Source: an optimization exercise on an open RTL-to-GDS flow (aim: small area). Production flows keep margins and buffers that such runs may drop.
At most, simulation tests tie the RTL to the original design; equivalence was not proved.
No functional check of the RTL was part of runs 3 and 4.
Power figures rest on the tool's default switching activity, not on a simulated workload.

**flow/design.v**
```verilog
module wb_mult_top
(
    input  logic        clk,
    input  logic        rst,
    input  logic        wb_cyc_i,
    input  logic        wb_stb_i,
    input  logic        wb_we_i,
    input  logic [1:0]  wb_adr_i,
    input  logic [31:0] wb_dat_i,
    output logic [31:0] wb_dat_o,
    output logic        wb_ack_o
);
    localparam logic [2:0] IDLE = 3'b000;
    localparam logic [2:0] S1   = 3'b100;
    localparam logic [2:0] S2   = 3'b101;
    localparam logic [2:0] S3   = 3'b110;
    localparam logic [2:0] S4   = 3'b111;
    localparam logic [2:0] DONE = 3'b001;
    logic [2:0]  state;
    logic        ack_q;
    logic [31:0] op;
    logic [15:0] p_hi;       
    logic [15:0] p_lo;       
    logic [1:0]  bc_one;     
    logic [1:0]  bc_two;
    logic [1:0]  bc_neg;
    logic        busy;
    logic        req;
    logic        op_wr;
    logic        accept;
    logic        start;
    logic [4:0]  w_next;
    logic [17:0] r0;
    logic [17:0] r1;
    logic [19:0] s_row;
    logic [19:0] c_row;
    logic [19:0] sum;
    assign busy   = state[2] & ~(state[1] & state[0]);
    assign req    = wb_cyc_i & wb_stb_i;
    assign op_wr  = req & wb_we_i & (wb_adr_i == 2'd0);
    assign accept = req & ~ack_q & ~(op_wr & busy);
    assign start  = accept & op_wr;
    always_ff @(posedge clk) begin
        if (rst) begin
            state <= IDLE;
            ack_q <= 1'b0;
        end else begin
            ack_q <= accept;
            if (start) begin
                state <= S1;
            end else begin
                case (state)
                    S1:      state <= S2;
                    S2:      state <= S3;
                    S3:      state <= S4;
                    S4:      state <= DONE;
                    default: state <= state;
                endcase
            end
        end
    end
    always_ff @(posedge clk) begin
        if (start) begin
            op <= wb_dat_i;
        end
    end
    always_comb begin
        if (start) begin
            w_next = {wb_dat_i[20:17], 1'b0};
        end else begin
            case (state[1:0])
                2'd0:    w_next = op[24:20];
                2'd1:    w_next = op[28:24];
                default: w_next = {1'b0, op[31:28]};
            endcase
        end
    end
    always_ff @(posedge clk) begin
        for (int k = 0; k < 2; k++) begin
            bc_one[k] <= w_next[2*k+1] ^ w_next[2*k];
            bc_two[k] <= (w_next[2*k+2] & ~w_next[2*k+1] & ~w_next[2*k])
                       | (~w_next[2*k+2] & w_next[2*k+1] & w_next[2*k]);
            bc_neg[k] <= w_next[2*k+2];
        end
    end
    assign r0 = (({18{bc_one[0]}} & {2'b00, op[15:0]}) | ({18{bc_two[0]}} & {1'b0, op[15:0], 1'b0}))
              ^ {18{bc_neg[0]}};
    assign r1 = (({18{bc_one[1]}} & {2'b00, op[15:0]}) | ({18{bc_two[1]}} & {1'b0, op[15:0], 1'b0}))
              ^ {18{bc_neg[1]}};
    always_comb begin
        s_row = '0;
        c_row = '0;
        s_row[1:0] = p_hi[1:0];
        c_row[1:0] = r0[1:0];
        c_row[2]   = bc_neg[1];
        for (int i = 2; i <= 15; i++) begin
            s_row[i]   = p_hi[i] ^ r0[i] ^ r1[i-2];
            c_row[i+1] = (p_hi[i] & r0[i]) | (p_hi[i] & r1[i-2]) | (r0[i] & r1[i-2]);
        end
        s_row[16] = p_hi[15] ^ r0[16] ^ r1[14];
        c_row[17] = (p_hi[15] & r0[16]) | (p_hi[15] & r1[14]) | (r0[16] & r1[14]);
        s_row[17] = ~p_hi[15] ^ ~r0[17] ^ r1[15];
        c_row[18] = (~p_hi[15] & ~r0[17]) | (~p_hi[15] & r1[15]) | (~r0[17] & r1[15]);
        s_row[18] = ~r1[16];
        s_row[19] = ~r1[17];
        c_row[19] = r1[16];
    end
    assign sum = s_row + c_row + {19'd0, bc_neg[0]};
    always_ff @(posedge clk) begin
        if (start) begin
            p_hi <= {1'b0, wb_dat_i[15:1] & {15{wb_dat_i[16]}}};
        end else if (state[2]) begin
            p_hi <= sum[19:4];
        end
        if (state[2]) begin
            p_lo <= {sum[3:0], p_lo[15:4]};
        end
    end
    always_comb begin
        case (wb_adr_i)
            2'd0:    wb_dat_o = op;
            2'd1:    wb_dat_o = (state == DONE) ? {p_hi[14:0], p_lo, op[0] & op[16]} : 32'd0;
            2'd2:    wb_dat_o = {30'd0, state == DONE, state[2] & (state[1] | state[0])};
            default: wb_dat_o = 32'd0;
        endcase
    end
    assign wb_ack_o = ack_q;
endmodule
```
**flow/flow/run.sh**
```bash
#!/bin/bash
# The standard layout, with the smallest buffer (buf_1) on every port
# instead of the one buffer_ports picks by default.
set -euo pipefail
export BUFFER_PORTS_ARGS="-buffer_cell sky130_fd_sc_hd__buf_1"
bash standard.sh > standard_flow.log 2>&1
```
**flow/config.mk**
```make
export PLATFORM = sky130hd
export DESIGN_NAME = wb_mult_top
export DESIGN_NICKNAME = wb_mult_top
export VERILOG_FILES = /design/flow/design.v
export SDC_FILE = /design/flow/constraint.sdc
export NUM_CORES = 4
export LEC_CHECK = 0
export CAP_MARGIN = 20
export CORE_ASPECT_RATIO = 0.5
export CORE_MARGIN = 2
export CORE_UTILIZATION = 65
export CTS_BUF_LIST = sky130_fd_sc_hd__clkbuf_8
export CTS_CLUSTER_DIAMETER = 100
export CTS_CLUSTER_SIZE = 25
export PLACE_DENSITY = 0.75
export SLEW_MARGIN = 20
```
**flow/constraint.sdc**
```tcl
create_clock -name core_clock -period 3.5 [get_ports {clk}]
set_input_delay 0.7000 -clock core_clock [delete_from_list [all_inputs] [get_ports {clk}]]
set_output_delay 0.7000 -clock core_clock [all_outputs]
set_load 0.01 [all_outputs]
```
**flow/standard.sh**
```bash
#!/bin/bash
# synth_recipe.tcl (not shown) runs the flow's synth.tcl, then flattens the netlist and writes it again
# the make line also repeats each setting of config.mk as NAME=value (left out here)
make -C /OpenROAD-flow-scripts/flow DESIGN_CONFIG=/design/flow/config.mk WORK_HOME=/design/flow/orfs CLKGATE_MAP_FILE= SYNTH_SCRIPT=/design/flow/synth_recipe.tcl "${@:-finish}"
```
==> results of run 1 <==
-- worst max-delay path: stages (launching register included) --
cell	delay [ns]
edfxtp_1	0.51
a22oi_1	0.22
xnor2_1	0.17
fa_1	0.44
ha_1	0.41
a21o_1	0.23
a221oi_4	0.39
a211oi_1	0.14
nor4_2	0.28
xor2_1	0.18
o21ai_0	0.09
-- stage by stage --
step           worst slack [ns]  utilization
2_1_floorplan            0.0806            -
3_3_place_gp              0.201        0.721
3_5_place_dp              0.151        0.721
4_1_cts                  0.0741        0.743
5_1_grt                 0.00566        0.753
6_report                  0.182        0.753
-- per-layer routing --
| metal | track usage | vias up |
|---|---|---|
| li1 | - | 1839 |
| met1 | 0.487 | 1960 |
| met2 | 0.494 | 241 |
| met3 | 0.0936 | 27 |
| met4 | 0.0989 | 0 |
| met5 | 0 | - |
-- synth_stat cells (4+ instances only) --
cell type | n | share of area
dfxtp_1 | 11 | 0.045
nor3_1 | 5 | 0.0051
a22o_1 | 30 | 0.053
a22oi_1 | 30 | 0.046
buf_2 | 7 | 0.0071
nand2_1 | 30 | 0.023
a21o_1 | 4 | 0.0061
clkbuf_1 | 20 | 0.015
mux2i_1 | 9 | 0.018
xor2_1 | 11 | 0.020
nor2_1 | 13 | 0.0099
nand3_1 | 20 | 0.020
nand3b_1 | 4 | 0.0061
nor3b_1 | 4 | 0.0061
edfxtp_1 | 63 | 0.38
a31oi_1 | 6 | 0.0076
xnor2_1 | 41 | 0.073
inv_1 | 6 | 0.0046
fa_1 | 17 | 0.069
nand4_1 | 5 | 0.0063
o21ai_0 | 25 | 0.025
a21oi_1 | 22 | 0.022
ha_1 | 18 | 0.046
-- timing repair --
item,CTS,global route
buffers inserted,0,3
hold buffers,0,0
gates resized for setup,0,12
endpoints found under the setup margin,0,11
-- sequential cells by signal (all words and copies together) (netlist names) --
signal	flops
p_hi	16
p_lo	16
op	32
bc_neg	2
state	3
ack_q	1
bc_two	2
bc_one	2
-- logic make-up (layout without fill, tap and decap cells) --
group                      after synthesis  count (layout)
and+or+nand+nor                         96              96
xor gates and xnor gates                52              52
buffers and inverters                   38             111
adders and majority gates               35              35
DFF                                     74              74
muxes                                    9               9
AOI/OAI and AO/OA                      145             145
-- cell type report --
class / count / area share
Tap cell: 96 / 0.0217
Clock inverter: 7 / 0.00723
Multi-Input combinational cell: 337 / 0.487
Timing Repair Buffer: 89 / 0.0755
Sequential cell: 74 / 0.383
Clock buffer: 9 / 0.0224
Inverter: 6 / 0.00407
-- worst min path at each step --
stage                                   from                  to  cells after the start
after floorplan            p_lo[4]$_DFFE_PP_   p_lo[0]$_DFFE_PP_                      0
after detailed placement   p_lo[8]$_DFFE_PP_   p_lo[4]$_DFFE_PP_                      0
after global placement    p_lo[12]$_DFFE_PP_   p_lo[8]$_DFFE_PP_                      0
after CTS                 p_lo[15]$_DFFE_PP_  p_lo[11]$_DFFE_PP_                      0
final                     p_lo[15]$_DFFE_PP_  p_lo[11]$_DFFE_PP_                      0
after global routing      p_lo[14]$_DFFE_PP_  p_lo[10]$_DFFE_PP_                      0
-- power breakdown --
part           switching (uW)  leakage, uW  internal, uW
logic                     835      0.00112           599
registers                55.2     0.000661          1060
clock network             332    0.0000973           251
==> results.yml, run 1 <==
finish:
  final_common_cell: "buf_1"
  fillers: 525
  layoutNonFillerInstCount: 618
  diodes: 0
  final_cell_area_um2: 5530
  final_nets: 591
  final-seq-area_um2: 2120
  mostFrequentLayoutCells: "buf_1, edfxtp_1, xnor2_1"
  synthToLayoutAreaGrowth_pct: 12.3
  drive_gt1_frac: 0.105
  multi_input_area_um2: 2690
floorplanning:
  num_rows: 22
  ios: 72
  die_x_um: 127
  core_um2: 7350
  die_h_um: 65.6
  dieArea_um2: 8340
  initial_core_util: 0.671
yosys:
  ys_seq_area_frac: 0.428
  yosys.area_share.adder: 0.115
  synth-seq-cells: 74
  synth.area.mux_share: 0.0183
  synthSimpleGateAreaFrac: 0.0982
  syn-cell-area_um2: 4930
  synth_ff_type: "edfxtp_1"
  synth-edff-count: 63
  synth_cell_types: 55
  synth_compound_area_frac: 0.214
  synth_top_family_by_area: "compound AO/OA/AOI/OAI gates"
  syn_nets: 523
  avgSynthCellArea_um2: 11.0
  synthXorXnorAreaFrac: 0.0924
  synthArstFlopShare: 0
  yosys_warnings: 1
  netlist_instances: 449
detailed_routing:
  drt-pass1-iter-count: 5
  wl_per_cell_um: 22.0
  wl_met2_um: 5720
  drtIter0Drc: 449
  viasPerCell: 6.58
  wl_met3_um: 1730
  wl_met1_um: 5900
  routed.top_layer: "met4"
  wirelength_um: 13600
  drc: 0
  ant_nets: 0
  vias: 4067
power_and_ir_drop:
  pwr_density_cell_nw_per_um2: 566
  power_uw: 3130
  ir_worst_vdd_uv: 435
  power_leakage_uw: 0.00187
placement:
  placedCellCount: 599
  gp_congestion: 0.931
  hpwl_um: 10400
  io_buffers: 71
  place_area_um2: 5300
worst_setup_path:
  critPathLaunchType: "flip-flop"
  path_class: "reg2reg"
  crit_required_ns: 3.60
  crit_fanout: 7
  critPathArrivalTime_ns: 3.42
  critPathLaunch: "op[3]$_DFFE_PP_"
  cp-end-kind: "flip-flop"
  timing.rr.start: "op[3]$_DFFE_PP_"
  r2r_slack_ns: 0.18
  ff2ff_path_depth: 10
  r2r_end: "p_hi[8]$_DFFE_PP_"
  endpoint: "p_hi[8]$_DFFE_PP_"
clock_network:
  cts_tree: "done"
  clkTransAtPathRegs_ns: 0.09
  cts_max_level: 3
  cts.sinks: 74
  clock_latency_ns: 0.37
  cts_buffers: 9
  cts.path.max_buffers: 2
  cts_root_buffer: "clkbuf_8"
timing:
  hold_violations: 0
  fin_crit_sh: 0.948
  whs_ns: 0.458
  timing.fmax_mhz: 301
  setup_tns_ns: 0
  setup-violations-final: 0
  slew_headroom: 0.443
  period_needed_ns: 3.32
  finClkSkew_ns: 0.0152
  tightest_slew_ns: 0.835
  rsz0062_at_grt: "no"
  slew_violations: 0
global_route:
  first_global_vias: 3786
  grt_pass1_wl_um: 20600
  grt_start_max_net_pins: 31
  grt_util_all_layers: 0.335
  antenna_found_initial: 0
  overflow: 0
outcome:
  outcome: "complete, no violations"
flow_run:
  cap_violations: 0
worst_hold_path:
  hold_class: "reg2reg"
==> run 2: changes to the inputs <==
--- a/flow/config.mk
+++ b/flow/config.mk
@@ -11,5 +11,3 @@
 export CORE_UTILIZATION = 65
-export CTS_BUF_LIST = sky130_fd_sc_hd__clkbuf_8
-export CTS_CLUSTER_DIAMETER = 100
-export CTS_CLUSTER_SIZE = 25
+export CTS_BUF_LIST = sky130_fd_sc_hd__clkbuf_4 sky130_fd_sc_hd__clkbuf_8
 export PLACE_DENSITY = 0.75
==> results.yml, run 2 <==
worst_setup_path:
  r2r_slack_ns: 0.19
  critPathLaunchType: "flip-flop"
  path_common_cell: "xnor2_1"
  cpPeakStageDelay_ns: 0.46
  crit_fanout: 13
  cp-end-kind: "flip-flop"
  critPathArrivalTime_ns: 3.42
  r2r_end: "p_hi[7]$_DFFE_PP_"
  ff2ff_path_depth: 12
  crit_slowest_cell: "fa_1"
  timing.rr.start: "bc_one[1]$_DFF_P_"
  crit_required_ns: 3.61
  crit_buf_inv: 2
  critical_path.top_delay_family: "adder cells"
  path_class: "reg2reg"
  crit_chain: "buf_6 -> a22oi_1 -> xnor2_1 -> fa_1 -> ha_1 -> buf_4 -> nand2_1 -> o22ai_2 -> o21bai_1 -> nand3_1 -> xnor2_1 -> o21ai_1"
finish:
  largest-register: "op"
  drive_gt1_frac: 0.106
  mostFrequentLayoutCells: "buf_1, edfxtp_1, xnor2_1"
  final_nets: 590
  utilization: 0.752
  final_common_cell: "buf_1"
  diodes: 0
  synthToLayoutAreaGrowth_pct: 12.2
  reg_top3: "op: 32 flops, p_hi: 16 flops, p_lo: 16 flops"
  largest_reg_flops: 32
floorplanning:
  num_rows: 22
  ios: 72
  die_x_um: 127
  dieArea_um2: 8340
  die_h_um: 65.6
  initial_core_util: 0.671
  core_um2: 7350
yosys:
  synth_ff_type: "edfxtp_1"
  synth-seq-cells: 74
  synth-edff-count: 63
  synth_area_leader_cell: "edfxtp_1"
  syn-cell-area_um2: 4930
  netlist_top_cells_count: "edfxtp_1, xnor2_1, a22o_1, a22oi_1, nand2_1"
  synth.most_common_cell: "edfxtp_1"
  synth_area_leaders: "edfxtp_1, xnor2_1, fa_1"
  avgSynthCellArea_um2: 11.0
  synth_top_area_share: 0.384
  yosys_warnings: 1
  netlist_instances: 449
  ys_seq_area_frac: 0.428
  synthArstFlopShare: 0
  synth_cell_types: 55
  syn_nets: 523
power_and_ir_drop:
  power_uw: 3160
  p_int_uw: 1940
  share_comb_of_total_power: 0.453
  seq_power_share: 0.353
  power_leakage_uw: 0.00187
  pwr_density_cell_nw_per_um2: 571
  power.share.clock: 0.194
  swShare: 0.386
  switchingPower_uw: 1220
  ir_worst_vdd_uv: 437
global_route:
  first_global_vias: 3767
  grt_util_all_layers: 0.334
  antenna_found_initial: 0
  met1_usage: 0.488
  grtUsageMet3: 0.0920
  overflow: 0
  grt_start_max_net_pins: 31
  met2_usage: 0.491
  busiest_layer: "met2"
  grt_pass1_wl_um: 20500
worst_hold_path:
  hold_path.startpoint: "p_lo[6]$_DFFE_PP_"
  hold_path_depth: 0
  hold_class: "reg2reg"
  hold_end: "p_lo[2]$_DFFE_PP_"
timing:
  rsz0062_at_grt: "no"
  slew_headroom: 0.426
  slew_violations: 0
  hold_violations: 0
  finClkSkew_ns: 0.0120
  timing.fmax_mhz: 302
  fin_crit_sh: 0.946
  tightest_slew_ns: 0.861
  setup_tns_ns: 0
  period_needed_ns: 3.31
  setup-violations-final: 0
detailed_routing:
  ant_nets: 0
  vias: 4088
  viasPerCell: 6.63
  drtIter0Drc: 485
  wl_per_cell_um: 22.0
  drc: 0
  drt-pass1-iter-count: 5
  wirelength_um: 13600
clock_network:
  clkTransAtPathRegs_ns: 0.09
  cts_buffers: 9
  clock_latency_ns: 0.37
  cts.path.max_buffers: 2
  cts_max_level: 3
  cts_root_buffer: "clkbuf_8"
  cts_tree: "done"
  cts.sinks: 74
  hold_buffers: 0
placement:
  gp_congestion: 0.931
  io_buffers: 71
  hpwl_um: 10400
flow_run:
  cap_violations: 0
outcome:
  outcome: "complete, no violations"
==> run 2: power groups by stage <==
stage               clock network [uW]  logic (uW)  registers [uW]
floorplan                            0        1040            1100
global placement                     0        1320            1130
finish                             614        1430            1110
CTS                                626        1370            1110
detailed placement                   0        1360            1130
global route                       654        1580            1120
==> run 2: routing by layer <==
layer | part of all wire | wire, um
met1 | 0.45 | 6060
met5 | 0 | 0
met2 | 0.42 | 5760
met3 | 0.11 | 1550
met4 | 0.016 | 215
==> run 2: cell type report <==
| class | instances | area (um^2) |
|---|---|---|
| multi-input cells | 337 | 2690 |
| clock inverters | 4 | 28.8 |
| repair buffers | 88 | 410 |
| fillers | 528 | 1820 |
| clock buffers | 12 | 146 |
| flip-flops and latches | 74 | 2120 |
| well taps | 96 | 120 |
| inverters | 6 | 22.5 |
==> run 2: how the worst max path moves through the flow <==
stage,from,to,slack (ns),depth (start not counted)
6_report,bc_one[1]$_DFF_P_,p_hi[7]$_DFFE_PP_,0.19,12
5_1_grt,bc_two[1]$_DFF_P_,p_hi[14]$_DFFE_PP_,0.01,11
4_1_cts,bc_one[0]$_DFF_P_,p_hi[11]$_DFFE_PP_,0.1,11
3_5_place_dp,bc_one[0]$_DFF_P_,p_hi[13]$_DFFE_PP_,0.15,11
3_3_place_gp,bc_one[1]$_DFF_P_,p_hi[12]$_DFFE_PP_,0.20,11
2_1_floorplan,bc_neg[0]$_DFF_P_,p_hi[12]$_DFFE_PP_,0.08,11
==> run 2: logic make-up after synthesis <==
group | after synthesis | synth area share
compound gates | 145 | 0.214
xor+xnor | 52 | 0.0924
buf+inv | 38 | 0.0338
fa+ha+maj | 35 | 0.115
simple gates | 96 | 0.0982
flops | 74 | 0.428
mux | 9 | 0.0183
==> run 2: worst register-to-register path, stage by stage (launching register included) <==
cell and delay (ns):
dfxtp_1 0.44, buf_6 0.21, a22oi_1 0.11, xnor2_1 0.24, fa_1 0.46, ha_1 0.33
buf_4 0.17, nand2_1 0.15, o22ai_2 0.14, o21bai_1 0.30, nand3_1 0.21, xnor2_1 0.23
o21ai_1 0.08
==> run 2: stage by stage <==
step / std cells / setup slack [ns] / hold WS (ns) / area [um^2]
6_report: 617 / 0.188 / 0.452 / 5530
3_3_place_gp: 599 / 0.201 / 0.431 / 5300
5_1_grt: 617 / 0.0129 / 0.465 / 5530
3_5_place_dp: 599 / 0.151 / 0.439 / 5300
2_1_floorplan: 449 / 0.0806 / 0.427 / 4930
4_1_cts: 615 / 0.0973 / 0.451 / 5480
==> run 2: what timing repair did <==
action,CTS,global route
resized for setup,0,10
setup buffers,0,2
setup endpoints to repair,0,11
==> run 3: changes to the inputs <==
--- a/flow/design.v
+++ b/flow/design.v
@@ -107,3 +107,24 @@
     end
-    assign sum = s_row + c_row + {19'd0, bc_neg[0]};
+    always_comb begin
+        logic [19:0] pg;
+        logic [19:0] gg;
+        logic [19:0] pp;
+        pp = s_row ^ c_row;
+        gg = s_row & c_row;
+        pg = pp;
+        gg[0] = gg[0] | (pp[0] & bc_neg[0]);
+        for (int l = 0; l < 5; l++) begin
+            for (int j = (2 << l) - 1; j < 20; j += (2 << l)) begin
+                gg[j] = gg[j] | (pg[j] & gg[j - (1 << l)]);
+                pg[j] = pg[j] & pg[j - (1 << l)];
+            end
+        end
+        for (int l = 3; l >= 0; l--) begin
+            for (int j = 3 * (1 << l) - 1; j < 20; j += (2 << l)) begin
+                gg[j] = gg[j] | (pg[j] & gg[j - (1 << l)]);
+                pg[j] = pg[j] & pg[j - (1 << l)];
+            end
+        end
+        sum = pp ^ {gg[18:0], bc_neg[0]};
+    end
     always_ff @(posedge clk) begin
--- a/flow/config.mk
+++ b/flow/config.mk
@@ -8,7 +8,5 @@
 export CAP_MARGIN = 20
-export CORE_ASPECT_RATIO = 0.5
 export CORE_MARGIN = 2
 export CORE_UTILIZATION = 65
-export CTS_BUF_LIST = sky130_fd_sc_hd__clkbuf_4 sky130_fd_sc_hd__clkbuf_8
-export PLACE_DENSITY = 0.75
+export CTS_BUF_LIST = sky130_fd_sc_hd__clkbuf_8
 export SLEW_MARGIN = 20
==> results.yml, run 3 <==
worst_hold_path:
  hold_end: "p_lo[0]$_DFFE_PP_"
  hold_path.startpoint: "p_lo[4]$_DFFE_PP_"
  hold_class: "reg2reg"
  hold_path_depth: 0
yosys:
  synth_ff_type: "edfxtp_1"
  synth_top_area_share: 0.401
  syn_nets: 483
  synth_compound_area_frac: 0.173
  netlist_top_cells_count: "edfxtp_1, xnor2_1, a22o_1, a22oi_1, fa_1"
  synth-seq-cells: 74
  synth-edff-count: 63
  avgSynthCellArea_um2: 11.7
  yosys.area_share.adder: 0.153
  synthXorXnorAreaFrac: 0.0836
  synth_area_leaders: "edfxtp_1, fa_1, xnor2_1"
  netlist_instances: 402
  ys_seq_area_frac: 0.448
  yosys_warnings: 1
  syn-cell-area_um2: 4720
  synth_top_family_by_area: "compound AO/OA/AOI/OAI gates"
  synth_area_leader_cell: "edfxtp_1"
  synth.area.mux_share: 0.0241
  synth_cell_types: 46
  synthArstFlopShare: 0
  synthSimpleGateAreaFrac: 0.0748
  synth.most_common_cell: "edfxtp_1"
clock_network:
  cts_buffers: 9
  clock_latency_ns: 0.37
  cts.path.max_buffers: 2
  cts_tree: "done"
  cts.sinks: 74
  cts_root_buffer: "clkbuf_8"
  hold_buffers: 0
  clkTransAtPathRegs_ns: 0.08
  cts_max_level: 3
finish:
  final_nets: 592
  reg_top3: "op: 32 flops, p_hi: 16 flops, p_lo: 16 flops"
  drive_gt1_frac: 0.219
  layoutNonFillerInstCount: 615
  largest-register: "op"
  fillers: 454
  diodes: 0
  final_common_cell: "buf_1"
  synthToLayoutAreaGrowth_pct: 24.2
  largest_reg_flops: 32
  mostFrequentLayoutCells: "buf_1, edfxtp_1, buf_4"
timing:
  setup-violations-final: 8
  finalWorstSetupSlack_ns: -0.0913
  tightest_slew_ns: 0.941
  setup_tns_ns: -0.366
  slew_violations: 0
  rsz0062_at_grt: "yes"
  fin_crit_sh: 1.03
  hold_violations: 0
  finClkSkew_ns: 0.00555
  slew_headroom: 0.373
  period_needed_ns: 3.59
  timing.fmax_mhz: 278
global_route:
  grt_util_all_layers: 0.323
  grt_pass1_wl_um: 18400
  antenna_found_initial: 0
  overflow: 0
  first_global_vias: 3498
  grt_start_max_net_pins: 34
detailed_routing:
  drc: 0
  drtIter0Drc: 245
  ant_nets: 0
  vias: 3827
  wl_per_cell_um: 21.3
  drt-pass1-iter-count: 5
  wirelength_um: 13100
  viasPerCell: 6.22
power_and_ir_drop:
  ir_worst_vdd_uv: 387
  seq_power_share: 0.354
  power.share.clock: 0.239
  swShare: 0.338
  pwr_density_cell_nw_per_um2: 535
  power_leakage_uw: 0.00213
  p_int_uw: 2070
  share_comb_of_total_power: 0.407
  switchingPower_uw: 1060
floorplanning:
  initial_core_util: 0.661
  num_rows: 31
  dieArea_um2: 7950
  die_h_um: 89.2
  ios: 72
  die_x_um: 89.2
  core_um2: 7140
worst_setup_path:
  crit_fanout: 4
  cp-end-kind: "flip-flop"
  r2r_slack_ns: -0.09
  ff2ff_path_depth: 13
  critPathLaunchType: "flip-flop"
  crit_required_ns: 3.62
  timing.rr.start: "op[2]$_DFFE_PP_"
  path_class: "reg2reg"
  r2r_end: "p_hi[14]$_DFFE_PP_"
  critPathArrivalTime_ns: 3.71
placement:
  placedCellCount: 583
  gp_congestion: 0.913
  post-place-ws_ns: -0.110
  io_buffers: 71
  hpwl_um: 8650
outcome:
  so_faults: "setup timing"
  outcome: "finished with violations"
flow_run:
  cap_violations: 0
run 3: cell types whose count changed in the layout (fill, tap and decap cells not counted), moves of 6 or more:
cell / before / now
buf_4: 15 / 48
inv_1: 6 / 24
a21oi_1: 21 / 6
xnor2_1: 41 / 29
a22oi_1: 30 / 19
a22oi_2: 0 / 11
nand2_1: 30 / 19
o21ai_0: 25 / 16
nand2b_1: 2 / 8
run 3: worst max-delay path by stage:
stage	slack (ns)	endpoint	startpoint
after CTS	0.005	p_hi[14]$_DFFE_PP_	bc_two[1]$_DFF_P_
after floorplan	0.01	p_hi[13]$_DFFE_PP_	bc_one[1]$_DFF_P_
after global routing	-0.18	p_hi[14]$_DFFE_PP_	op[2]$_DFFE_PP_
after detailed placement	-0.11	p_hi[9]$_DFFE_PP_	op[3]$_DFFE_PP_
after global placement	-0.05	p_hi[13]$_DFFE_PP_	op[3]$_DFFE_PP_
final	-0.09	p_hi[14]$_DFFE_PP_	op[2]$_DFFE_PP_
run 3: timing repair:
item / in CTS / in global routing
gates resized for setup: 15 / 34
setup buffers: 8 / 8
pin swaps: 6 / 27
endpoints found under the setup margin: 7 / 11
run 3: through the flow:
stage | power (uW) | utilization | area, um^2 | hold slack, ns
finish | 3130 | 0.821 | 5860 | 0.461
detailed placement | 2160 | 0.745 | 5310 | 0.441
global placement | 2120 | 0.745 | 5310 | 0.433
global route | 3290 | 0.821 | 5860 | 0.481
floorplan | 1850 | - | 4740 | 0.427
CTS | 2940 | 0.792 | 5650 | 0.459
run 3: power groups by stage:
stage	clock network (uW)	registers (uW)	logic [uW]
floorplan	0	1100	745
global placement	0	1120	997
detailed placement	0	1120	1040
CTS	748	1100	1090
global route	781	1110	1400
finish	749	1110	1270
run 3: cell families after synthesis:
family          count (synthesis)
xor+xnor                       45
compound gates                111
fa+ha+maj                      42
mux                            11
flops                          74
simple gates                   68
buf+inv                        51
run 3: layer usage:
layer | track usage | wire, um
met5 | 0 | 0
met4 | 0.133 | 601
met3 | 0.0979 | 1090
met2 | 0.504 | 6210
met1 | 0.425 | 5200
run 3: critical path, stage by stage (launching register included):
cell	delay (ns)
edfxtp_1	0.45
buf_4	0.18
a22oi_1	0.20
xnor2_1	0.23
fa_1	0.54
ha_4	0.34
o2111ai_4	0.11
a21oi_2	0.22
o32ai_2	0.09
buf_4	0.16
buf_6	0.12
o2bb2ai_4	0.13
fa_2	0.53
o21ai_1	0.05
run 3: area by class of cell:
class | count | area [um^2] | area share
Clock buffer | 9 | 124 | 0.0211
Clock inverter | 7 | 91.3 | 0.0156
Inverter | 25 | 93.8 | 0.0160
Multi-Input combinational cell | 277 | 2600 | 0.445
Sequential cell | 74 | 2120 | 0.362
Tap cell | 99 | 124 | 0.0211
Timing Repair Buffer | 124 | 701 | 0.120
==> run 4: changes to the inputs <==
--- a/flow/design.v
+++ b/flow/design.v
@@ -111,2 +111,4 @@
         logic [19:0] pp;
+        logic [19:0] pn;
+        logic [19:0] gn;
         pp = s_row ^ c_row;
@@ -116,12 +118,12 @@
         for (int l = 0; l < 5; l++) begin
-            for (int j = (2 << l) - 1; j < 20; j += (2 << l)) begin
-                gg[j] = gg[j] | (pg[j] & gg[j - (1 << l)]);
-                pg[j] = pg[j] & pg[j - (1 << l)];
+            pn = pg;
+            gn = gg;
+            for (int j = 0; j < 20; j++) begin
+                if ((j >> l) & 1) begin
+                    gn[j] = gg[j] | (pg[j] & gg[((j >> l) << l) - 1]);
+                    pn[j] = pg[j] & pg[((j >> l) << l) - 1];
+                end
             end
-        end
-        for (int l = 3; l >= 0; l--) begin
-            for (int j = 3 * (1 << l) - 1; j < 20; j += (2 << l)) begin
-                gg[j] = gg[j] | (pg[j] & gg[j - (1 << l)]);
-                pg[j] = pg[j] & pg[j - (1 << l)];
-            end
+            pg = pn;
+            gg = gn;
         end
--- a/flow/config.mk
+++ b/flow/config.mk
@@ -8,2 +8,3 @@
 export CAP_MARGIN = 20
+export CORE_ASPECT_RATIO = 0.5
 export CORE_MARGIN = 2
@@ -11,2 +12,3 @@
 export CTS_BUF_LIST = sky130_fd_sc_hd__clkbuf_8
+export PLACE_DENSITY = 0.75
 export SLEW_MARGIN = 20
==> results.yml, run 4 <==
worst_setup_path:
  crit_buf_inv: 1
  cpPeakStageDelay_ns: 0.55
  path_class: "reg2reg"
  critPathArrivalTime_ns: 3.64
  crit_chain: "buf_4 -> a22oi_2 -> xnor2_2 -> fa_1 -> ha_4 -> nand4_1 -> a211oi_2 -> nor2_1 -> o31a_1 -> fa_2 -> o21ai_2"
  crit_fanout: 4
  cp-end-kind: "flip-flop"
  crit_required_ns: 3.62
  r2r_slack_ns: -0.02
  critPathLaunchType: "flip-flop"
  crit_slowest_cell: "fa_2"
  critical_path.top_delay_family: "adder cells"
placement:
  place_area_um2: 5330
  gp_congestion: 0.950
  io_buffers: 71
  post-place-ws_ns: -0.130
  placedCellCount: 602
  hpwl_um: 9710
global_route:
  grtUsageMet3: 0.119
  met1_usage: 0.450
  met2_usage: 0.505
  busiest_layer: "met2"
  grt_start_max_net_pins: 55
  overflow: 0
  first_global_vias: 3784
  antenna_found_initial: 0
  grt_pass1_wl_um: 20100
  grt_util_all_layers: 0.333
detailed_routing:
  drtIter0Drc: 366
  viasPerCell: 6.31
  wirelength_um: 13500
  vias: 3983
  drt-pass1-iter-count: 5
  wl_per_cell_um: 21.4
  drc: 0
  ant_nets: 0
floorplanning:
  dieArea_um2: 8150
  initial_core_util: 0.665
  die_h_um: 64.9
  die_x_um: 126
  num_rows: 22
  core_um2: 7240
  ios: 72
yosys:
  syn-cell-area_um2: 4810
  netlist_top_cells_count: "edfxtp_1, a22oi_1, a22o_1, inv_1, xnor2_1"
  synth_area_leader_cell: "edfxtp_1"
  synth-edff-count: 63
  synth_ff_type: "edfxtp_1"
  synth-seq-cells: 74
  synth_cell_types: 48
  synthArstFlopShare: 0
  netlist_instances: 435
  syn_nets: 512
  yosys_warnings: 1
  synth.most_common_cell: "edfxtp_1"
  avgSynthCellArea_um2: 11.1
  synth_top_area_share: 0.393
  synth_area_leaders: "edfxtp_1, fa_1, a22o_1"
  ys_seq_area_frac: 0.439
finish:
  layoutNonFillerInstCount: 631
  reg_top3: "op: 32 flops, p_hi: 16 flops, p_lo: 16 flops"
  diodes: 0
  largest_reg_flops: 32
  drive_gt1_frac: 0.176
  fillers: 456
  final_nets: 607
  mostFrequentLayoutCells: "buf_1, edfxtp_1, buf_4"
  largest-register: "op"
  final_common_cell: "buf_1"
  synthToLayoutAreaGrowth_pct: 20.2
  final_cell_area_um2: 5790
clock_network:
  cts.sinks: 74
  cts_max_level: 3
  cts_tree: "done"
  cts.path.max_buffers: 2
  cts_root_buffer: "clkbuf_8"
  clock_latency_ns: 0.37
  hold_buffers: 0
  cts_buffers: 9
  clkTransAtPathRegs_ns: 0.09
timing:
  finClkSkew_ns: 0.0116
  fin_crit_sh: 1.01
  hold_violations: 0
  finalWorstSetupSlack_ns: -0.0192
  period_needed_ns: 3.52
  setup-violations-final: 1
  slew_violations: 0
  rsz0062_at_grt: "yes"
  slew_headroom: 0.389
  setup_tns_ns: -0.0192
  tightest_slew_ns: 0.916
  timing.fmax_mhz: 284
flow_run:
  cap_violations: 0
worst_hold_path:
  hold_class: "reg2reg"
outcome:
  so_faults: "setup timing"
  outcome: "finished with violations"
power_and_ir_drop:
  ir_worst_vdd_uv: 574
  pwr_density_cell_nw_per_um2: 546
  power_leakage_uw: 0.00208
run 4: cell count changes in the layout (fill, tap and decap cells not counted), moves of 5 or more:
cell | previous run | this run
xor2_1 | 12 | 21
nor2_1 | 7 | 20
mux2i_1 | 8 | 13
buf_4 | 48 | 38
o21ai_0 | 16 | 5
o21ai_1 | 6 | 15
a21oi_1 | 6 | 14
run 4: final timing paths:
path,startpoint,endpoint,cells after the start
setup reg to reg,op[3]$_DFFE_PP_,p_hi[12]$_DFFE_PP_,11
setup / recovery,op[3]$_DFFE_PP_,p_hi[12]$_DFFE_PP_,11
hold reg to reg,p_lo[12]$_DFFE_PP_,p_lo[8]$_DFFE_PP_,0
hold / removal,p_lo[12]$_DFFE_PP_,p_lo[8]$_DFFE_PP_,0
run 4: area by class of cell:
| type | instances | area (um^2) | share of cell area |
|---|---|---|---|
| Timing Repair Buffer | 111 | 592 | 0.102 |
| Tap cell | 96 | 120 | 0.0208 |
| Sequential cell | 74 | 2120 | 0.367 |
| Clock inverter | 7 | 76.3 | 0.0132 |
| Multi-Input combinational cell | 305 | 2640 | 0.457 |
| Clock buffer | 9 | 124 | 0.0214 |
| Inverter | 29 | 109 | 0.0188 |
run 4: routing by layer:
layer,vias up,wire (um)
li1,1786,-
met1,1931,5670
met2,229,6040
met3,37,1440
met4,0,350
met5,-,0
run 4: metrics by stage:
stage,utilization,hold slack (ns),total power (uW)
2_1_floorplan,-,0.427,2000
3_3_place_gp,0.736,0.433,2280
3_5_place_dp,0.736,0.446,2330
4_1_cts,0.773,0.462,3030
5_1_grt,0.800,0.477,3350
6_report,0.800,0.466,3160
run 4: kinds of logic after synthesis:
family / Yosys count / synth area share
compound gates: 118 / 0.172
simple gates: 86 / 0.0928
flops: 74 / 0.439
buf+inv: 56 / 0.0457
xor+xnor: 48 / 0.0873
fa+ha+maj: 38 / 0.131
mux: 15 / 0.0317
run 4: repair_timing:
| action | in CTS | in global routing |
|---|---|---|
| resized for setup | 8 | 28 |
| gates cloned | 0 | 0 |
| setup endpoints to repair | 5 | 7 |
| buffers inserted | 6 | 7 |
| pin swaps | 1 | 21 |
run 4: worst reg2reg max path: cells and delay by family, from the launching register on:
kind / cells / cell delay, ns
adders and majority gates: 3 / 1.31
DFF: 1 / 0.46
xor gates and xnor gates: 1 / 0.15
AOI/OAI and AO/OA: 4 / 0.95
and+or+nand+nor: 2 / 0.23
buffers and inverters: 1 / 0.19
run 4: report_power, final:
part | internal, uW | switching (uW)
Sequential | 1050 | 58.4
Clock | 334 | 353
Combinational | 636 | 725

[static timing again, ports no longer ideal]
The results above use ideal ports. As a check the final layouts listed here were re-extracted and re-timed, cells and wires unchanged.
Step 1: set_driving_cell puts a clkbuf_16 on clk and a buf_2 on each other input, an assumption about the parent block.
Step 2 also shifts input and output timing later by t, the mid clock arrival at the registers, as if the neighbouring blocks saw the same clock.
Three values: no drivers, after step 1, after step 2; two values: the first two.
run	shift t [ns]	setup slack, ns	worst setup path after step 2	latest minus earliest clock arrival (ns)	worst data-port slew with drivers (ns)
run 1	0.392	0.182 / 0.182 / 0.182	register to register	0.016 / 0.016	0.05
run 2	0.395	0.188 / 0.188 / 0.188	register to register	0.013 / 0.013	0.05
run 3	0.396	-0.091 / -0.091 / -0.091	register to register	0.005 / 0.006	0.05
run 4	0.399	-0.019 / -0.019 / -0.019	register to register	0.012 / 0.012	0.04
